This is an optimization exercise on Yosys and OpenROAD, whose aim is small area, a short achievable clock period and few clock cycles per item, not a production implementation.
The RTL was checked by simulation tests, not by an equivalence proof against the original design.

==> build 63: inputs <==
==> flow/design.v <==
package pmfb_pkg;
   localparam logic [2:0] CMD_PIXEL = 3'd0;
   localparam logic [2:0] CMD_HLINE = 3'd1;
   localparam logic [2:0] CMD_VLINE = 3'd2;
   localparam logic [2:0] CMD_CLEAR = 3'd3;
   localparam logic [2:0] CMD_READ  = 3'd4;
   localparam logic [1:0] MODE_CLEAR  = 2'd0;
   localparam logic [1:0] MODE_SET    = 2'd1;
   localparam logic [1:0] MODE_INVERT = 2'd2;
   localparam logic [1:0] MODE_KEEP   = 2'd3;
endpackage
import pmfb_pkg::*;
module pmfb_geom_pre (
   input  logic [2:0]  command,
   input  logic [7:0]  pos_x,
   input  logic [7:0]  pos_y,
   input  logic [7:0]  line_length,
   input  logic [1:0]  draw_mode,
   input  logic [9:0]  read_address,
   input  logic [1:0]  rotation,
   output logic [7:0]  s,             
   output logic [8:0]  e,             
   output logic [7:0]  t,             
   output logic        row_run,       
   output logic        rev_along,     
   output logic        rev_across,    
   output logic        is_draw,
   output logic        is_read,
   output logic        is_clear,
   output logic        writes,        
   output logic        mode_a,        
   output logic        mode_b,
   output logic        read_ok,       
   output logic [1:0]  read_page
);
   logic       is_vert;
   logic [7:0] len;
   always_comb begin
      is_draw    = (command <= CMD_VLINE);
      is_vert    = (command == CMD_VLINE);
      is_read    = (command == CMD_READ);
      is_clear   = (command == CMD_CLEAR);
      len        = (command == CMD_PIXEL) ? 8'd1 : line_length;
      s          = is_vert ? pos_y : pos_x;
      t          = is_read ? {1'b0, read_address[6:0]} : (is_vert ? pos_x : pos_y);
      e          = {1'b0, s} + {1'b0, len};
      row_run    = is_vert ? rotation[0] : ~rotation[0];
      rev_along  = is_vert ? (rotation[0] ^ rotation[1]) : rotation[1];
      rev_across = is_read ? 1'b0 : (is_vert ? rotation[1] : (rotation[0] ^ rotation[1]));
      writes     = is_draw && (draw_mode != MODE_KEEP);
      mode_a     = (draw_mode == MODE_CLEAR) || is_clear;
      mode_b     = (draw_mode == MODE_CLEAR) || (draw_mode == MODE_INVERT) || is_clear;
      read_ok    = is_read && !read_address[9];
      read_page  = read_address[8:7];
   end
endmodule
module pmfb_geom (
   input  logic [7:0]   s,
   input  logic [8:0]   e,
   input  logic [7:0]   t,
   input  logic         row_run,
   input  logic         rev_along,
   input  logic         rev_across,
   input  logic         is_draw,
   input  logic         is_clear,
   input  logic         writes,
   output logic [31:0]  row_mask,      
   output logic [127:0] col_mask,      
   output logic         clipped
);
   logic [127:0] win, hot, win_r, hot_r, along_c, across_c;
   logic [31:0]  along_r, across_r;
   logic         along_ok, across_ok;
   always_comb begin
      for (int u = 0; u < 128; u++) begin
         win[u] = (9'(u) >= {1'b0, s}) && (9'(u) < e);
         hot[u] = (8'(u) == t);
      end
      for (int u = 0; u < 128; u++) begin
         win_r[u] = win[127 - u];
         hot_r[u] = hot[127 - u];
      end
      along_c  = rev_along  ? win_r : win;
      across_c = rev_across ? hot_r : hot;
      for (int r = 0; r < 32; r++) begin
         along_r[r]  = rev_along  ? win[31 - r] : win[r];
         across_r[r] = rev_across ? hot[31 - r] : hot[r];
      end
      along_ok  = (e != {1'b0, s}) && (row_run ? (s < 8'd128) : (s < 8'd32));
      across_ok = row_run ? (t < 8'd32) : (t < 8'd128);
      clipped   = is_draw && !(along_ok && across_ok);
      if (is_clear) begin
         row_mask = '1;
         col_mask = '1;
      end else begin
         row_mask = writes ? (row_run ? across_r : along_r) : '0;
         col_mask = (is_draw && row_run) ? along_c : across_c;
      end
   end
endmodule
module pmfb_store (
   input  logic         clock,
   input  logic [31:0]  row_mask_n,    
   input  logic [127:0] col_mask_n,    
   input  logic [31:0]  row_a,
   input  logic [127:0] col_b,
   output logic [31:0]  col_data
);
   logic [4095:0] bits, nxt;
   for (genvar r = 0; r < 32; r++) begin : g_row
      for (genvar c = 0; c < 128; c++) begin : g_col
         assign nxt[r*128+c] = ~((bits[r*128+c] | row_a[r]) & col_b[c]);
         always_ff @(posedge clock) begin
            if (!(row_mask_n[r] || col_mask_n[c])) begin
               bits[r*128+c] <= nxt[r*128+c];
            end
         end
      end
      assign col_data[r] = ~&nxt[r*128 +: 128];
   end
endmodule
import pmfb_pkg::*;
module paged_mono_framebuffer_draw #(
   parameter int DISPLAY_WIDTH  = 128,
   parameter int DISPLAY_HEIGHT = 32
) (
   input  logic        clock,
   input  logic        reset,
   input  logic        req_tvalid,
   output logic        req_tready,
   input  logic [39:0] req_tdata,
   input  logic [2:0]  req_tuser,
   output logic        rsp_tvalid,
   input  logic        rsp_tready,
   output logic [15:0] rsp_tdata,
   input  logic        csr_wr_en,
   input  logic [1:0]  csr_wr_data
);
   localparam int QDEPTH = 4;                
   localparam int CAP    = QDEPTH + 1;       
   logic        ready_ff;
   logic [2:0]  outstanding_ff;              
   logic [1:0]  rot_ff;
   logic        accept, take;
   assign accept = req_tvalid && ready_ff;
   assign take   = rsp_tvalid && rsp_tready;
   always_ff @(posedge clock) begin
      if (reset) begin
         rot_ff         <= 2'd0;
         outstanding_ff <= '0;
         ready_ff       <= 1'b1;
      end else begin
         if (csr_wr_en) rot_ff <= csr_wr_data;
         outstanding_ff <= outstanding_ff + 3'(accept) - 3'(take);
         case ({accept, take})
            2'b10:   ready_ff <= (outstanding_ff < 3'(CAP - 1));
            2'b01:   ready_ff <= 1'b1;
            default: ready_ff <= (outstanding_ff < 3'(CAP));
         endcase
      end
   end
   assign req_tready = ready_ff;
   logic [7:0] p_s, p_t;
   logic [8:0] p_e;
   logic       p_row_run, p_rev_along, p_rev_across, p_is_draw, p_is_read, p_is_clear;
   logic       p_writes, p_mode_a, p_mode_b, p_read_ok;
   logic [1:0] p_read_page;
   pmfb_geom_pre u_pre (
      .command     (req_tuser),
      .pos_x       (req_tdata[7:0]),
      .pos_y       (req_tdata[15:8]),
      .line_length (req_tdata[23:16]),
      .draw_mode   (req_tdata[25:24]),
      .read_address(req_tdata[35:26]),
      .rotation    (rot_ff),
      .s           (p_s),
      .e           (p_e),
      .t           (p_t),
      .row_run     (p_row_run),
      .rev_along   (p_rev_along),
      .rev_across  (p_rev_across),
      .is_draw     (p_is_draw),
      .is_read     (p_is_read),
      .is_clear    (p_is_clear),
      .writes      (p_writes),
      .mode_a      (p_mode_a),
      .mode_b      (p_mode_b),
      .read_ok     (p_read_ok),
      .read_page   (p_read_page)
   );
   logic       a_valid_ff;
   logic [7:0] a_s_ff, a_t_ff;
   logic [8:0] a_e_ff;
   logic       a_row_run_ff, a_rev_along_ff, a_rev_across_ff, a_is_draw_ff, a_is_clear_ff;
   logic       a_writes_ff, a_mode_a_ff, a_mode_b_ff, a_read_ok_ff, a_is_read_ff;
   logic [1:0] a_read_page_ff;
   always_ff @(posedge clock) begin
      a_s_ff          <= p_s;
      a_e_ff          <= p_e;
      a_t_ff          <= p_t;
      a_row_run_ff    <= p_row_run;
      a_rev_along_ff  <= p_rev_along;
      a_rev_across_ff <= p_rev_across;
      a_is_draw_ff    <= p_is_draw;
      a_is_clear_ff   <= p_is_clear;
      a_is_read_ff    <= p_is_read;
      a_writes_ff     <= p_writes;
      a_mode_a_ff     <= p_mode_a;
      a_mode_b_ff     <= p_mode_b;
      a_read_ok_ff    <= p_read_ok;
      a_read_page_ff  <= p_read_page;
      if (reset) begin
         a_valid_ff <= 1'b0;
      end else begin
         a_valid_ff <= accept;
      end
   end
   logic [31:0]  g_row_mask;
   logic [127:0] g_col_mask;
   logic         g_clipped;
   pmfb_geom u_geom (
      .s         (a_s_ff),
      .e         (a_e_ff),
      .t         (a_t_ff),
      .row_run   (a_row_run_ff),
      .rev_along (a_rev_along_ff),
      .rev_across(a_rev_across_ff),
      .is_draw   (a_is_draw_ff),
      .is_clear  (a_is_clear_ff),
      .writes    (a_writes_ff),
      .row_mask  (g_row_mask),
      .col_mask  (g_col_mask),
      .clipped   (g_clipped)
   );
   logic         b_valid_ff;
   logic [31:0]  b_row_mask_n_ff, row_a;
   logic [127:0] b_col_mask_n_ff, col_b;
   logic         b_mode_a_ff, b_mode_b_ff, b_clipped_ff, b_read_ok_ff;
   logic [1:0]   b_read_page_ff;
   always_ff @(posedge clock) begin
      b_clipped_ff   <= g_clipped;
      b_read_ok_ff   <= a_read_ok_ff;
      b_read_page_ff <= a_read_page_ff;
      if (reset) begin
         b_valid_ff      <= 1'b0;
         b_row_mask_n_ff <= '0;
         b_col_mask_n_ff <= '0;
         b_mode_a_ff     <= 1'b1;
         b_mode_b_ff     <= 1'b1;
      end else begin
         b_valid_ff      <= a_valid_ff;
         b_row_mask_n_ff <= a_valid_ff ? ~g_row_mask : '1;
         b_col_mask_n_ff <= ~g_col_mask;
         b_mode_a_ff     <= a_mode_a_ff;
         b_mode_b_ff     <= a_mode_b_ff || a_is_read_ff;
      end
   end
   assign row_a = ~b_row_mask_n_ff & {32{b_mode_a_ff}};
   assign col_b = ~b_col_mask_n_ff & {128{b_mode_b_ff}};
   logic [31:0] col_data;
   pmfb_store u_store (
      .clock     (clock),
      .row_mask_n(b_row_mask_n_ff),
      .col_mask_n(b_col_mask_n_ff),
      .row_a     (row_a),
      .col_b     (col_b),
      .col_data  (col_data)
   );
   logic        r_valid_ff, r_clipped_ff, r_read_ok_ff;
   logic [1:0]  r_read_page_ff;
   logic [31:0] r_col_data_ff;
   always_ff @(posedge clock) begin
      r_col_data_ff  <= col_data;
      r_clipped_ff   <= b_clipped_ff;
      r_read_ok_ff   <= b_read_ok_ff;
      r_read_page_ff <= b_read_page_ff;
      if (reset) begin
         r_valid_ff <= 1'b0;
      end else begin
         r_valid_ff <= b_valid_ff;
      end
   end
   logic [7:0] rd_byte;
   logic [8:0] rsp_new;
   always_comb begin
      case (r_read_page_ff)
         2'd0:    rd_byte = r_col_data_ff[7:0];
         2'd1:    rd_byte = r_col_data_ff[15:8];
         2'd2:    rd_byte = r_col_data_ff[23:16];
         default: rd_byte = r_col_data_ff[31:24];
      endcase
      rsp_new = {r_clipped_ff, r_read_ok_ff ? rd_byte : 8'h00};
   end
   logic       out_valid_ff;
   logic [8:0] out_data_ff;
   logic [8:0] q_data_ff [QDEPTH];
   logic [1:0] q_rd_ff, q_wr_ff;
   logic [2:0] q_count_ff;
   logic       out_load, q_empty, q_pop, q_push;
   assign out_load = !out_valid_ff || rsp_tready;
   assign q_empty  = (q_count_ff == 3'd0);
   assign q_pop    = out_load && !q_empty;
   assign q_push   = r_valid_ff && !(out_load && q_empty);
   always_ff @(posedge clock) begin
      if (q_push) q_data_ff[q_wr_ff] <= rsp_new;
      if (out_load) out_data_ff <= q_empty ? rsp_new : q_data_ff[q_rd_ff];
      if (reset) begin
         out_valid_ff <= 1'b0;
         q_rd_ff      <= '0;
         q_wr_ff      <= '0;
         q_count_ff   <= '0;
      end else begin
         if (out_load) out_valid_ff <= !q_empty || r_valid_ff;
         if (q_push) q_wr_ff <= q_wr_ff + 2'd1;
         if (q_pop)  q_rd_ff <= q_rd_ff + 2'd1;
         q_count_ff <= q_count_ff + 3'(q_push) - 3'(q_pop);
      end
   end
   assign rsp_tvalid = out_valid_ff;
   assign rsp_tdata  = {7'd0, out_data_ff};
endmodule
==> flow/run.sh <==
#!/bin/bash
# synth_recipe.tcl (not shown) runs the flow's synth.tcl, then flattens the netlist and writes it again
# the make line also repeats each setting of config.mk as NAME=value (left out here)
make -C /OpenROAD-flow-scripts/flow DESIGN_CONFIG=/design/flow/config.mk WORK_HOME=/design/flow/orfs CLKGATE_MAP_FILE= SYNTH_SCRIPT=/design/flow/synth_recipe.tcl finish
==> flow/config.mk <==
export PLATFORM = sky130hd
export DESIGN_NAME = paged_mono_framebuffer_draw
export DESIGN_NICKNAME = paged_mono_framebuffer_draw
export VERILOG_FILES = /design/flow/design.v
export SDC_FILE = /design/flow/constraint.sdc
export NUM_CORES = 4
export LEC_CHECK = 0
export CAP_MARGIN = 20
export CORE_MARGIN = 2
export CORE_UTILIZATION = 25
export PLACE_DENSITY = 0.45
export SLEW_MARGIN = 20
export SYNTH_MEMORY_MAX_BITS = 8192
==> flow/constraint.sdc <==
create_clock -name core_clock -period 10.0 [get_ports {clock}]
set_input_delay 2.0000 -clock core_clock [delete_from_list [all_inputs] [get_ports {clock}]]
set_output_delay 2.0000 -clock core_clock [all_outputs]
set_load 0.01 [all_outputs]
==> trial 94 (differences from build 63) <==
==> flow/flow/run.sh (new file) <==
#!/bin/bash
# Own layout flow: the standard flow (standard.sh) with its synthesis
# unchanged, then the layout with timing repair aimed at a shorter period
# than the 10 ns clock and the ports buffered with buf_4 cells instead of the
# default delay buffers. Each step's full output goes to its own log here.
set -uo pipefail
bash standard.sh synth > synth.log 2>&1 || exit 1
bash standard.sh SETUP_SLACK_MARGIN=6.3 TNS_END_PERCENT=100 \
   "BUFFER_PORTS_ARGS=-buffer_cell sky130_fd_sc_hd__buf_4" finish > layout.log 2>&1 || exit 1
==> flow/standard.sh (new file) <==
#!/bin/bash
# synth_recipe.tcl (not shown) runs the flow's synth.tcl, then flattens the netlist and writes it again
# the make line also repeats each setting of config.mk as NAME=value (left out here)
make -C /OpenROAD-flow-scripts/flow DESIGN_CONFIG=/design/flow/config.mk WORK_HOME=/design/flow/orfs CLKGATE_MAP_FILE= SYNTH_SCRIPT=/design/flow/synth_recipe.tcl "${@:-finish}"
removed: flow/run.sh
==> flow_summary_export.csv <==
group,metric,value,unit
power_and_ir_drop,seq_power_share,46.1,%
route,vias_per_cell,5.84,
timing,grt_setup_unrepaired,"false",
setup_path,r2r_end,"r_col_data_ff[6]",
global_routing,gr-usage-met2,34.4,%
power_and_ir_drop,p_clk,17.1,mW
route,detail_route.first_pass.iterations,7,
outcome,status,"complete, no violations",
final_layout,multiInputCombCellCount,11200,
route,initialDrtViolationCount,34000,
placed_design,placed_area,204000,um^2
final_layout,final-clk-cell-share,6.53,%
-- figures above: build 63

==> flow_summary_export.csv <==
group,metric,value,unit
setup_path,r2r_end,"r_col_data_ff[9]",
route,vias_per_cell,5.88,
global_routing,grt_overflow,0,
final_layout,final-clk-cell-share,6.27,%
timing,grt_setup_unrepaired,"true",
placed_design,placed_area,204000,um^2
clocking,numCtsBuffers,455,
timing,fin_hold_ws,310,ps
power_and_ir_drop,p_clk,16.9,mW
route,initialDrtViolationCount,33500,
global_routing,track_usage,25.3,%
power_and_ir_drop,seq_power_share,45.6,%
outcome,status,"complete, no violations",
final_layout,multiInputCombCellCount,11200,
route,detail_route.first_pass.iterations,8,
-- figures above: trial 94

Testbench counts of build 63, summed over its fixed seeds: cycles 4,956, items 4,800.
Testbench counts of trial 94, summed over its fixed seeds: cycles 4,956, items 4,800.

## port drivers added, routing unchanged
Ports are ideal in the flow. The routed layouts listed here were re-timed in OpenROAD.
Step 1 (the two cells are an assumption about what drives the block):
set clk [get_ports {clock}]
set_driving_cell -lib_cell sky130_fd_sc_hd__clkbuf_16 $clk
set_driving_cell -lib_cell sky130_fd_sc_hd__buf_2 [delete_from_list [all_inputs] $clk]
Step 2 moves the port delays by t, midway between the first and last clock arrival at a register: inputs arrive t later, outputs are due t later. That takes back most of the time a late clock gives input paths.
Slacks: no drivers / after step 1 / after step 2; pairs: no drivers / after step 1.
run	t, ns	slack for setup (ns)	worst setup path at the end	clock arrival spread, ns	pins driven straight from the clock port
build 63	1.232	4.571 / 4.571 / 4.538	input to register	0.118 / 0.118	1
trial 94	1.258	5.607 / 5.607 / 5.530	input to register	0.138 / 0.138	1
After both steps every run listed still meets setup and hold. The setup slack of trial 94, which loses most, moves by 0.000 ns with the drivers and by -0.077 ns with both steps.
